Source: an optimization exercise on an open RTL-to-GDS flow (aim: small area, a short achievable clock period and few clock cycles per item). Production flows keep margins and buffers that such runs may drop. In this exercise RTL edits were held to simulation tests only and were not proved equivalent to the original.

## flow/design.v (module list and top-level ports; edited modules follow where they fit)
// module accel_decel_position_limiter: 13191 lines
module accel_decel_position_limiter (
    input  wire logic        clk,
    input  wire logic        rst_n,
    input  wire logic        psel,
    input  wire logic        penable,
    input  wire logic        pwrite,
    input  wire logic [4:0]  paddr,
    input  wire logic [31:0] pwdata,
    output logic      [31:0] prdata,
    output logic             pready,
    input  wire logic        item_valid,
    output logic             item_ready,
    input  wire logic [31:0] target_position,
    input  wire logic [31:0] measured_position,
    input  wire logic [31:0] measured_speed,
    input  wire logic [30:0] tick_period,
    output logic             result_valid,
    input  wire logic        result_ready,
    output logic      [31:0] limited_position
);
  // ...
==> flow/flow/run.sh <==
#!/bin/bash
# The standard layout (standard synthesis, floorplan, placement, CTS, routing), with timing
# repair after CTS and global routing aiming at 6 ns of setup slack instead of config.mk's
# ceiling of 5 ns. Constraints and clock period are the standard flow's own (constraint.sdc, config.mk).
# make's full output goes to layout.log here; each ORFS step keeps its own log under orfs/logs.
set -euo pipefail
bash standard.sh finish SETUP_SLACK_MARGIN=6 > layout.log 2>&1
==> flow/standard.sh <==
#!/bin/bash
# synth_recipe.tcl (not shown) runs the flow's synth.tcl, then flattens the netlist and writes it again
# the make line also repeats each setting of config.mk as NAME=value (left out here)
make -C /OpenROAD-flow-scripts/flow DESIGN_CONFIG=/design/flow/config.mk WORK_HOME=/design/flow/orfs CLKGATE_MAP_FILE= SYNTH_SCRIPT=/design/flow/synth_recipe.tcl "${@:-finish}"
==> flow/config.mk <==
export PLATFORM = sky130hd
export DESIGN_NAME = accel_decel_position_limiter
export DESIGN_NICKNAME = accel_decel_position_limiter
export VERILOG_FILES = /design/flow/design.v
export SDC_FILE = /design/flow/constraint.sdc
export NUM_CORES = 4
export LEC_CHECK = 0
export ABC_AREA = 1
export CAP_MARGIN = 20
export CORE_MARGIN = 2
export CORE_UTILIZATION = 50
export SLEW_MARGIN = 20
==> flow/constraint.sdc <==
create_clock -name core_clock -period 13.0 [get_ports {clk}]
set_input_delay 2.6000 -clock core_clock [delete_from_list [all_inputs] [get_ports {clk}]]
set_output_delay 2.6000 -clock core_clock [all_outputs]
set_load 0.01 [all_outputs]
==> results.txt, run 1 <==
Floorplan:
- Once the floorplan was initialized, standard cells occupied 50.3% of the core.
- The vertical extent of the die is 636 um.
- From left edge to right edge, the die measures 636 um.
- The core region area is 397000 um^2.

Yosys:
- The synthesized area is 199000 um^2.
- Counting flops with a built-in enable in the synthesized netlist gives 32.
- Yosys attributes the largest share of cell area to dfxtp_1, fa_1, nand2_1, ha_1, inv_1.
- Summing the areas of all and, or, nand and nor instances in the mapped netlist gives 17.2% of the synthesized area.
- The yosys synthesis warning count is 1.
- The synthesized design devotes to its leading area cell type 23.2% of total area.

Timing:
- The setup clock skew after layout is 0.0682 ns.
- The final clock period utilization by the worst path is 57.2%.
- At the pin with the least slew margin, the transition time is 1.34 ns.
- Timing would allow up to 0.134 GHz.
- After layout, the worst setup slack is 5.56 ns.
- The final hold slack is 0.295 ns.

Layout:
- After routing the design area is 235000 um^2.
- The number of non-clock inverters is 4165.
- Across the whole layout, multi-input logic makes up 57.8% of the cell area.
- Counting plain and timing-repair buffers in the layout gives 1252.
- The number of flip-flops and latches is 2579.
- The largest registers in the layout are s2_ps (63), s2_pc (62), s0_e (33).
- The register ranked first by flip-flop count is s2_ps.
- In the final layout, clock buffers and inverters account for 3.96% of the cell area.
- The sequential fraction of total cell area is 22.7%.
- The count of clock-net buffers in the final layout is 387.
- The final-layout fill cell count is 35216.
- The flip-flop count of the largest register after layout is 63.

Min path:
- The path with the worst hold slack has its endpoint at d7_qp[20]$_DFF_P_.
- In this run the most critical hold path is launched from d6_qp[16]$_DFF_P_.

Worst setup path:
- The cell depth of the worst flop-to-flop path is 24.
- Traced cell by cell, the critical path runs through clkinv_1, buf_6, o22ai_2, xor2_2, fa_1, fa_2, inv_2, fa_2, inv_2, fa_2, fa_2, inv_2, fa_1, fa_1, fa_1, ha_1, nand4_1, nor3_4, buf_4, a2111oi_4, nand3_4, a41oi_2, nand2_2, xor2_2.
- The master of the slowest instance on the critical path is fa_2.

Clock tree:
- The number of hold buffers added after CTS was 0.
- The tree is rooted in a clkbuf_16.

GRT:
- The initial antenna violation count was 68.
- The largest net degree at the start of global routing is 157.
- The met2 demand-to-capacity share in global routing is 53.7%.

Routing:
- In this run the remaining antenna-violating nets after routing total 0.
- The total met3 wirelength after detailed routing is 71000 um.

Outcome:
- The run finished with no timing, DRC or antenna violations.
Testbench counts, summed over its fixed seeds: cycles 7,296, items 6,400.
==> run 2, diff against run 1 <==
--- a/flow/design.v
+++ b/flow/design.v
@@ -16,28 +16,30 @@
     input  wire logic [31:0] measured_speed,
     input  wire logic [30:0] tick_period,
     output logic             result_valid,
     input  wire logic        result_ready,
     output logic      [31:0] limited_position
 );
     logic [30:0] max_accel_reg, arrival_window_reg, max_speed_reg, regulator_gain_reg;
     logic [31:0] max_decel_reg;
+    logic [31:0] prdata_reg;
     logic        cfg_wr;
     assign cfg_wr = psel && penable && pwrite;
     assign pready = 1'b1;
-    always_comb
+    assign prdata = prdata_reg;
+    always_ff @(posedge clk)
     begin
         case (paddr[4:2])
-            3'd0:    prdata = {1'b0, max_accel_reg};
-            3'd1:    prdata = max_decel_reg;
-            3'd2:    prdata = {1'b0, arrival_window_reg};
-            3'd3:    prdata = {1'b0, max_speed_reg};
-            3'd4:    prdata = {1'b0, regulator_gain_reg};
-            default: prdata = 32'd0;
+            3'd0:    prdata_reg <= {1'b0, max_accel_reg};
+            3'd1:    prdata_reg <= max_decel_reg;
+            3'd2:    prdata_reg <= {1'b0, arrival_window_reg};
+            3'd3:    prdata_reg <= {1'b0, max_speed_reg};
+            3'd4:    prdata_reg <= {1'b0, regulator_gain_reg};
+            default: prdata_reg <= 32'd0;
         endcase
     end
     always_ff @(posedge clk or negedge rst_n)
     begin
         if (!rst_n)
         begin
             max_accel_reg      <= 31'd65536;
             max_decel_reg      <= 32'hFFFF_0000;
==> flow/flow/run.sh (replaced) <==
#!/bin/bash
# The standard layout (standard synthesis, floorplan, placement, CTS, routing), with timing
# repair after CTS and global routing aiming at 7 ns of setup slack instead of config.mk's
# ceiling of 5 ns. Constraints and clock period are the standard flow's own (constraint.sdc, config.mk).
# make's full output goes to layout.log here; each ORFS step keeps its own log under orfs/logs.
set -euo pipefail
bash standard.sh finish SETUP_SLACK_MARGIN=7 > layout.log 2>&1
==> run 2 against run 1 <==
- non-clock buffer count grew 480
- utilization grew 3.9 points
- fmax shrank 0.27%
- sequential share of layout area shrank 1.2 points
- critical path depth shrank 1
- critical endpoint unchanged
- final area grew 7.2%
- register-to-register slack lost 0.02 ns
- still clean on timing, DRC and antenna
- setup slack lost 0.020 ns
- global-route usage grew 2.7 points
==> results.txt, run 2 <==
Outcome:
- Outcome: complete, no violations (unchanged).

Placed design:
- The weighted congestion reported at the end of routability-driven placement is 0.992 (was 0.967).
- The total half-perimeter wirelength after legalization and detailed placement came to 523000 um (was 506000 um).
- The count of input and output buffers is 234 (unchanged).

Yosys:
- The gate count of the mapped netlist was 24170 (was 24203).
- The simple logic cell fraction of the synthesized area is 16.9% (was 17.2%).
- The dominant register cell in the synthesized netlist was dfxtp_1 (unchanged).
- The synthesized area per cell is 8.28 um^2 (was 8.24 um^2).
- The library cell with the highest instance count after synthesis is nand2_1 (unchanged).
- The synthesized-area fraction occupied by xor and xnor cells is 6.62% (was 6.60%).
- The multiplexer share of the synthesized area is 0.367% (was 0.344%).
- The proportion of register bits with asynchronous set or reset after synthesis is 9.00% (was 9.11%).
- The sequential element share of the synthesized area is 26.9% (was 26.6%).
- The distinct cell type count of the synthesized netlist came to 79 (was 86).
- The largest family of logic cells by synthesized area was adder cells (unchanged).
- The synthesized area is 200000 um^2 (was 199000 um^2).
- Most area-consuming cells after synthesis: dfxtp_1, fa_1, nand2_1, ha_1, inv_1 (unchanged).
- The post-synthesis cell type with the largest combined area is dfxtp_1 (unchanged).
- The adder-cell area share of the yosys netlist is 30.5% (was 30.6%).
- The count of flip-flops with a built-in enable after synthesis is 32 (unchanged).
- The compound-cell area share of the yosys netlist was 8.43% (about the same).
- The yosys synthesis warning count is 1 (unchanged).
- The number of synthesized register bits was 2611 (was 2579).
- The area share of the leading cell type in the synthesized netlist was 23.4% (was 23.2%).
- Commonest cells in the netlist: nand2_1, inv_1, dfxtp_1 (unchanged).

Timing:
- The peak clock frequency supported by timing came to 0.134 GHz (about the same).
- The headroom to the max-slew limit was 10.4% (was 10.7%).
- The final clock period utilization by the worst path is 57.4% (was 57.2%).
- Unrepaired setup endpoints after global routing: yes (unchanged).
- The max-slew violation count was 0 (unchanged).
- The final hold violation count was 0 (unchanged).
- The setup clock skew after layout is 0.0876 ns (was 0.0682 ns).
- The final-report setup violation count was 0 (unchanged).
- The post-route minimum period was 7.46 ns (was 7.44 ns).
- The slew at the pin closest to its max-slew limit is 1.34 ns (about the same).
- The final hold slack is 0.250 ns (was 0.295 ns).
- The summed negative setup slack over all endpoints was 0 ns (unchanged).

GRT:
- The global-route wire length before repair is 1130000 um (was 1060000 um).
- The global-route layer with the greatest usage is met2 (unchanged).
- The via count of the first global-routing pass is 170275 (was 164500).
- The met2 demand-to-capacity share in global routing is 55.8% (was 53.7%).
- The global-route usage over all layers came to 37.7% (was 35.0%).
- The largest net degree at the start of global routing is 110 (was 157).
- The total grt overflow was 0 (unchanged).
- The initial antenna violation count came to 47 (was 68).
- The met3 routing resource usage after global routing is 9.65% (was 7.53%).
- The global routing usage on met1 is 48.5% (was 45.5%).

Layout:
- The most common library cell in the layout ignoring fill and taps is inv_1 (was nand2_1).
- The flip-flop count of the largest register after layout is 63 (unchanged).
- The register ranked first by flip-flop count is s2_ps (unchanged).
- Largest registers: s2_ps (63), s2_pc (62), s0_e (33) (unchanged).
- Most frequent cells in the layout: inv_1, nand2_1, dfxtp_1, fa_1, nor2_1 (was nand2_1, inv_1, dfxtp_1, fa_1, nor2_1).
- The final-layout fill cell count is 33123 (was 35216).
- The layout-stage area growth over the synthesis result was 25.9% (was 17.9%).
- The final layout net count is 28809 (was 28323).
- The share of layout cells above drive strength 1 is 21.9% (was 14.0%).
- The area taken by multi-input logic gates is 144000 um^2 (was 136000 um^2).
- The footprint of the flip-flops and latches was 54000 um^2 (was 53300 um^2).
- The utilization after layout is 63.2% (was 59.3%).

Min path:
- The worst min-delay path endpoint was d0_e31[26]$_DFF_P_ (was d7_qp[20]$_DFF_P_).
- The critical hold path startpoint is s2_e31[26]$_DFF_P_ (was d6_qp[16]$_DFF_P_).
- The path class of the lowest-slack min-delay path was reg -> reg (unchanged).
- The cell depth of the worst min-delay path came to 0 (unchanged).

Clock tree:
- The buffer type at the clock tree root is clkbuf_16 (unchanged).
- The number of buffers inserted for hold repair after clock tree synthesis is 0 (unchanged).
- The total CTS buffers is 286 (was 278).
- The count of clock tree sinks was 2611 (was 2579).
- The depth of the CTS H-tree is 5 (unchanged).
- The TritonCTS clock tree is built (unchanged).
- The clock-pin slew on the worst setup and hold paths is 0.06 ns (was 0.07 ns).
- The clock latency on the worst-skew pair is 0.98 ns (was 0.95 ns).
- The largest buffer count on any clock path is 4 (unchanged).

Flow run:
- The number of max-capacitance violations reported is 0 (unchanged).

Floorplan:
- The core region area is 399000 um^2 (was 397000 um^2).
- The die outline width came to 637 um (was 636 um).
- The vertical extent of the die is 637 um (was 636 um).
- The initial core utilization came to 50.2% (was 50.3%).
- The total die area is 405000 um^2 (was 404000 um^2).
- The cell row count is 232 (was 231).
- The count of pins on the block boundary is 238 (unchanged).

Routing:
- The total routed wirelength was 799000 um (was 735000 um).
- The residual antenna-violating net count after detailed routing is 0 (unchanged).
- The first-pass detailed-route iteration total is 7 (unchanged).
- The total via count after detailed routing is 175154 (was 168515).
- The iteration-0 DRC count of the detailed router is 17909 (was 16646).
- The wire length per cell after detailed routing came to 26.1 um (was 24.4 um).
- The DRC violation count after routing is 0 (unchanged).
- The via-per-instance ratio is 5.71 (was 5.59).

Worst setup path:
- The start-to-end type of the worst setup path is reg -> reg (unchanged).
- The kind of start point of the critical path was a register (unchanged).
- The cell depth of the worst flop-to-flop path is 23 (was 24).
- The maximum fanout along the worst path is 9 (was 32).
- The worst flop-to-flop path startpoint is s0_e[27]$_DFF_P_ (was s0_e[14]$_DFF_P_).
- The arrival time at the worst endpoint is 8.27 ns (was 8.24 ns).
- The destination of the worst register-to-register timing path was s1_acc$_DFF_P_ (unchanged).
- The register-to-register setup slack was 5.54 ns (was 5.56 ns).
- The data required time at the worst endpoint came to 13.81 ns (was 13.80 ns).
- The type of element capturing the critical path is a register (unchanged).
-- run 2: changes by cell type after synthesis, sizes merged, moves of 12 or more --
cell    previous run  this run
clkbuf           811       794
a21boi            47        59
nor2            1726      1583
inv             4121      4209
a21oi            731       687
o21ai           1179      1153
buf              321       346
o211ai            82       104
dfxtp           2312      2344
nand3           1446      1465
-- run 2: area by class of cell --
type | instances | share of cell area (%)
Tap cell | 5265 | 2.61
Multi-Input combinational cell | 16221 | 57.3
Clock buffer | 397 | 3.28
Clock inverter | 116 | 0.583
Inverter | 4241 | 6.68
Antenna cell | 44 | 0.0437
Timing Repair inverter | 30 | 0.144
Sequential cell | 2611 | 21.4
Timing Repair Buffer | 1732 | 7.90
-- run 2: per-layer routing --
metal	wire length, um	up-vias	part of all wire [%]
li1	-	77102	-
met4	70700	24	8.8
met3	93100	2952	12
met5	270	-	0.034
met2	334000	10112	42
met1	301000	84964	38
-- run 2: logic make-up after synthesis --
group | Yosys count
AO/OA/AOI/OAI | 2920
AND/OR/NAND/NOR | 8158
flip-flops | 2611
XOR/XNOR | 1511
buffers and inverters | 5381
multiplexers | 73
other | 1
adder cells (fa/ha/maj) | 3515
-- run 2: worst max path at each step --
stage,startpoint,end
2_1_floorplan,s2_pc[60]$_DFF_P_,d0_ws[1]$_DFF_P_
3_3_place_gp,s2_ps[60]$_DFF_P_,d0_ws[2]$_DFF_P_
3_5_place_dp,s1_k$_DFF_P_,s2_ps[53]$_DFF_P_
4_1_cts,s0_e[21]$_DFF_P_,s1_acc$_DFF_P_
5_1_grt,s0_e[3]$_DFF_P_,s1_acc$_DFF_P_
6_report,s0_e[27]$_DFF_P_,s1_acc$_DFF_P_
-- run 2: per-stage QoR --
stage / setup WS (ns) / std cells / area [um^2]
2_1_floorplan: 6.55 / 24171 / 201000
6_report: 5.54 / 30657 / 252000
3_3_place_gp: 3.97 / 28908 / 208000
4_1_cts: 5.62 / 30235 / 239000
3_5_place_dp: 3.89 / 28908 / 208000
5_1_grt: 5.43 / 30645 / 252000
-- run 2: timing repair --
| item | in CTS | in global routing |
|---|---|---|
| pin swaps | 939 | 1177 |
| setup buffers | 673 | 338 |
| cloned | 141 | 37 |
| endpoints found under the setup margin | 821 | 803 |
| gates resized for setup | 3061 | 2137 |
-- run 2: worst max-delay path: stages, from the launching register on --
cell        delay, ns
dfxtp_4          0.47
clkinvlp_4       0.17
buf_12           0.18
o22ai_4          0.17
xor2_1           0.20
fa_1             0.48
fa_1             0.63
inv_1            0.07
fa_1             0.49
inv_1            0.05
fa_1             0.48
fa_2             0.55
inv_2            0.04
fa_2             0.48
fa_1             0.57
fa_1             0.46
ha_1             0.31
nand2_1          0.09
nor2_2           0.04
nand2_1          0.05
o211ai_1         0.25
nor3_4           0.71
o2111ai_4        0.18
xor2_1           0.19
Testbench counts of run 2, summed over its fixed seeds: cycles 7,296, items 6,400.

==> what the ideal ports hide <==
How much do the figures lean on ideal ports? The routed layouts below were timed once more, with nothing changed but the port constraints.
Step 1: set_driving_cell puts a clkbuf_16 on clk and a buf_2 on each other input, an assumption about the parent block.
Step 2 adds t to the input delays and takes it off the output delays; t is the mean of the earliest and latest rising clock arrival at the registers after step 1. Input paths then give back, and output paths get back, about the clock's delay inside the block.
Slacks: ideal / step 1 / step 2; pairs: ideal / step 1.
| run | t, ns | setup WS [ns] | slew at the worst register clock pin (ns) |
|---|---|---|---|
| run 1 | 1.035 | 5.559 / 5.559 / 5.404 | 0.08 / 0.08 |
| run 2 | 1.068 | 5.538 / 5.538 / 5.538 | 0.09 / 0.09 |
After both steps setup and hold are still met in every run listed. The setup slack of run 1, which loses most, moves by 0.000 ns with the drivers and by -0.155 ns with both steps.
